This is an optimization exercise on Yosys and OpenROAD, whose aim is small area and a short achievable clock period, not a production implementation. In this exercise RTL edits were held to simulation tests only and were not proved equivalent to the original. No activity file was given, so power comes from the tool's default toggle rates.

==> flow/design.v (excerpt) <==
module frame_tx_top (
	input  logic        clk,
	input  logic        rst_n,
	input  logic        start,
	input  logic [47:0]   mac_dst_addr,
	input  logic [47:0]   mac_src_addr,
	input  logic [7:0]  ip_dsf,
	input  logic [15:0]       ip_id,
	input  logic [2:0]  ip_flags,
	input  logic [12:0] ip_frag_offset,
	input  logic [7:0]  ip_ttl,
	input  logic [31:0]    ip_src_addr,
	input  logic [31:0]    ip_dst_addr,
	input  logic [15:0]       tcp_src_port,
	input  logic [15:0]       tcp_dst_port,
	input  logic [31:0]    tcp_seq_num,
	input  logic [31:0]    tcp_ack_num,
	input  logic [5:0]  tcp_flags,
	input  logic [15:0]       tcp_window,
	input  logic [15:0]       tcp_urgent_ptr,
	input  logic [15:0]        payload_len,
	input  logic [15:0]       payload_sum,
	output logic [31:0]       data_out,
	output logic [1:0]         be_out,
	output logic        data_out_rdy,
	input  logic        data_out_rd,
	output logic        sop,
	output logic        eop,
	input  logic [31:0]       data_in,
	output logic        data_in_rd,
	output logic        busy
);
Size in the first run: about 1200 cells after synthesis, roughly 390 flip-flops.
export LEC_CHECK = 0
export CAP_MARGIN = 20
export CORE_MARGIN = 2
export CORE_UTILIZATION = 45
export PLACE_DENSITY = 0.6
export SLEW_MARGIN = 20
export SYNTH_HIERARCHICAL = 1
create_clock -name core_clock -period 10.0 [get_ports {clk}]
standard.sh (not shown) runs the stock make flow with config.mk's settings and CLKGATE_MAP_FILE= SYNTH_SCRIPT=/design/flow/synth_recipe.tcl, a recipe that flattens the netlist after the stock synthesis.
==> flow/flow/run.sh <==
#!/bin/bash
set -euo pipefail
export BUFFER_PORTS_ARGS="-buffer_cell sky130_fd_sc_hd__buf_1"
export SETUP_SLACK_MARGIN=5.6
export CTS_ARGS="-sink_clustering_enable -repair_clock_nets -buf_list sky130_fd_sc_hd__clkbuf_16 -sink_clustering_size 25 -sink_clustering_max_diameter 100"
bash standard.sh > standard_flow.log 2>&1
==> next run, changes <==
Settings changed: CORE_UTILIZATION 45 to 50, PLACE_DENSITY 0.6 to 0.75.
Maximum frequency stays flat.
Worst hold slack got worse by 0.074 ns.
Combinational power went down by about 1%.
Synthesized cell count is unchanged.
Total power stays flat.
First-iteration DRC count went up by about 15%.
Final area stays flat.
Sequential share of layout area went up by 0.10 points.
Routed wire length went down by 2.2%.
Worst setup slack barely changes.
Die area went down by about 10%.
==> next run, changes <==
Settings changed: CORE_UTILIZATION 50 to 45, GPL_ROUTABILITY_DRIVEN set to 0, PLACE_DENSITY 0.75 to 0.65.
Area after synthesis stays the same.
Sequential cell count stays the same.
Global-route usage shrinks by 2.6 points.
Worst setup slack gets worse by 0.042 ns.
Count of clock-buffer cells in the layout does not change.
Via count shrinks by 1.4%.

========
Starting RTL as in the previous note.
Settings: LEC_CHECK=0, CAP_MARGIN=20, CORE_MARGIN=2, CORE_UTILIZATION=50, PLACE_DENSITY=0.7, SLEW_MARGIN=20, SYNTH_HIERARCHICAL=1, TNS_END_PERCENT=10; clock period 10.0 ns.
==> flow/flow/run.sh <==
#!/bin/bash
set -euo pipefail
export BUFFER_PORTS_ARGS="-buffer_cell sky130_fd_sc_hd__buf_1"
export SETUP_SLACK_MARGIN=5.5
export CTS_ARGS="-sink_clustering_enable -repair_clock_nets -buf_list sky130_fd_sc_hd__clkbuf_16 -sink_clustering_size 25 -sink_clustering_max_diameter 100"
bash standard.sh > standard_flow.log 2>&1
The first run finished with timing, DRC and antenna clean.
Edit:
--- a/flow/flow/run.sh
+++ b/flow/flow/run.sh
@@ -4 +4 @@
-export SETUP_SLACK_MARGIN=5.5
+export SETUP_SLACK_MARGIN=5.55
- CORE_UTILIZATION: 50 -> 45
- PLACE_DENSITY: 0.7 -> 0.65
- TNS_END_PERCENT: 10 -> default
After rerunning:
- clock-buffer cell count is unchanged
- wire length went up by 2.4%
- hold slack improved by 0.032 ns
- non-clock buffer count went up by 1
- clock power went down by about 1%
- setup slack improved by 0.11 ns
- global-route usage went down by 2.2 points
- clock skew went down by 0.019 ns
- sequential power stays flat
- sequential cell count stays the same
Edit:
==> flow/flow/run.sh (replaced) <==
#!/bin/bash
set -euo pipefail
export BUFFER_PORTS_ARGS="-buffer_cell sky130_fd_sc_hd__buf_1"
export SETUP_SLACK_MARGIN=5.5
export CTS_ARGS="-sink_clustering_enable -repair_clock_nets -buf_list sky130_fd_sc_hd__clkbuf_16 -sink_clustering_size 28 -sink_clustering_max_diameter 110"
bash standard.sh > standard_flow.log 2>&1
=> Clock-buffer cell count goes up by 1; flip-flop and latch count does not change; total power goes up by 0.54%; fmax barely changes; clock skew goes up by 0.0044 ns; worst hold slack stays flat; core utilization goes down by 0.10 points.
Edit:
==> flow/flow/run.sh (replaced) <==
#!/bin/bash
set -euo pipefail
export BUFFER_PORTS_ARGS="-buffer_cell sky130_fd_sc_hd__buf_1"
export SETUP_SLACK_MARGIN=5.6
export CTS_ARGS="-sink_clustering_enable -repair_clock_nets -buf_list {sky130_fd_sc_hd__clkbuf_8 sky130_fd_sc_hd__clkbuf_16} -sink_clustering_size 25 -sink_clustering_max_diameter 100"
bash standard.sh > standard_flow.log 2>&1
What happened: Total power is about the same; final cell count goes up by 0.32%; routed wire length goes up by 0.94%; critical path depth goes down by 4; clock skew goes down by 0.0062 ns; count of clock-buffer cells in the layout goes up by 1; synthesized area is unchanged; final area goes up by 0.86%.
Edit:
==> flow/flow/run.sh (replaced) <==
#!/bin/bash
set -euo pipefail
export BUFFER_PORTS_ARGS="-buffer_cell sky130_fd_sc_hd__buf_1"
export SETUP_SLACK_MARGIN=5.8
export CTS_ARGS="-sink_clustering_enable -repair_clock_nets -buf_list sky130_fd_sc_hd__clkbuf_16 -sink_clustering_size 25 -sink_clustering_max_diameter 100"
bash standard.sh > standard_flow.log 2>&1
Result: Total power barely changes. First-iteration DRC count rose by 17%. Count of clock-buffer cells in the layout went down by 2. Core utilization climbs by 1.8 points. Non-clock buffer count increases by 25.
Edit:
--- a/flow/flow/run.sh
+++ b/flow/flow/run.sh
@@ -4 +4 @@
-export SETUP_SLACK_MARGIN=5.8
+export SETUP_SLACK_MARGIN=5.5
- CORE_UTILIZATION: 45 -> 50
- PLACE_DENSITY: 0.65 -> 0.7
After rerunning:
- The changed run went through all stages and came out clean
- power barely changes
- global-route usage is higher by 1.4 points
- cell count is lower by 4.3%
- sequential share of layout area is higher by 2.3 points
- wire length is lower by 8.8%
- register-to-register slack is worse by 0.20 ns

==> what the ideal ports hide <==
No port has a modelled driver above. Below, the same layouts with a new extraction and two added sets of constraints.
Step 1 assumes that a clkbuf_16 drives the clock port and a buf_2 every other input.
Step 2 times the ports against the registers' clock, not the clock port: input delays grow and output delays shrink by t, the midpoint of the rising clock arrivals with the driver on.
a / b / c = ideal ports / drivers / drivers and shift; a / b = the first two.
| run | shift t [ns] | setup WS [ns] | worst setup path after step 2 | clock arrival spread, ns |
|---|---|---|---|---|
| the first run of note 1 | 0.595 | 5.605 / 5.553 / 5.348 | input to register | 0.023 / 0.023 |
| the second run of note 1 | 0.587 | 5.603 / 5.552 / 5.412 | input to register | 0.025 / 0.026 |
| the third run of note 1 | 0.599 | 5.561 / 5.506 / 5.307 | input to register | 0.024 / 0.024 |
| the first run of note 2 | 0.597 | 5.452 / 5.431 / 5.140 | input to register | 0.041 / 0.040 |
| the second run of note 2 | 0.593 | 5.560 / 5.532 / 5.384 | input to register | 0.022 / 0.021 |
| the third run of note 2 | 0.585 | 5.557 / 5.503 / 5.407 | input to register | 0.029 / 0.029 |
| the fourth run of note 2 | 0.592 | 5.606 / 5.579 / 5.390 | input to register | 0.020 / 0.020 |
| the fifth run of note 2 | 0.599 | 5.635 / 5.603 / 5.603 | input to output | 0.026 / 0.027 |
| the sixth run of note 2 | 0.587 | 5.570 / 5.517 / 5.366 | input to register | 0.019 / 0.019 |
After both steps setup and hold are still met in every run listed. For the first run of note 2, which loses most, drivers alone change the setup slack by -0.021 ns; drivers and shift together by -0.312 ns.
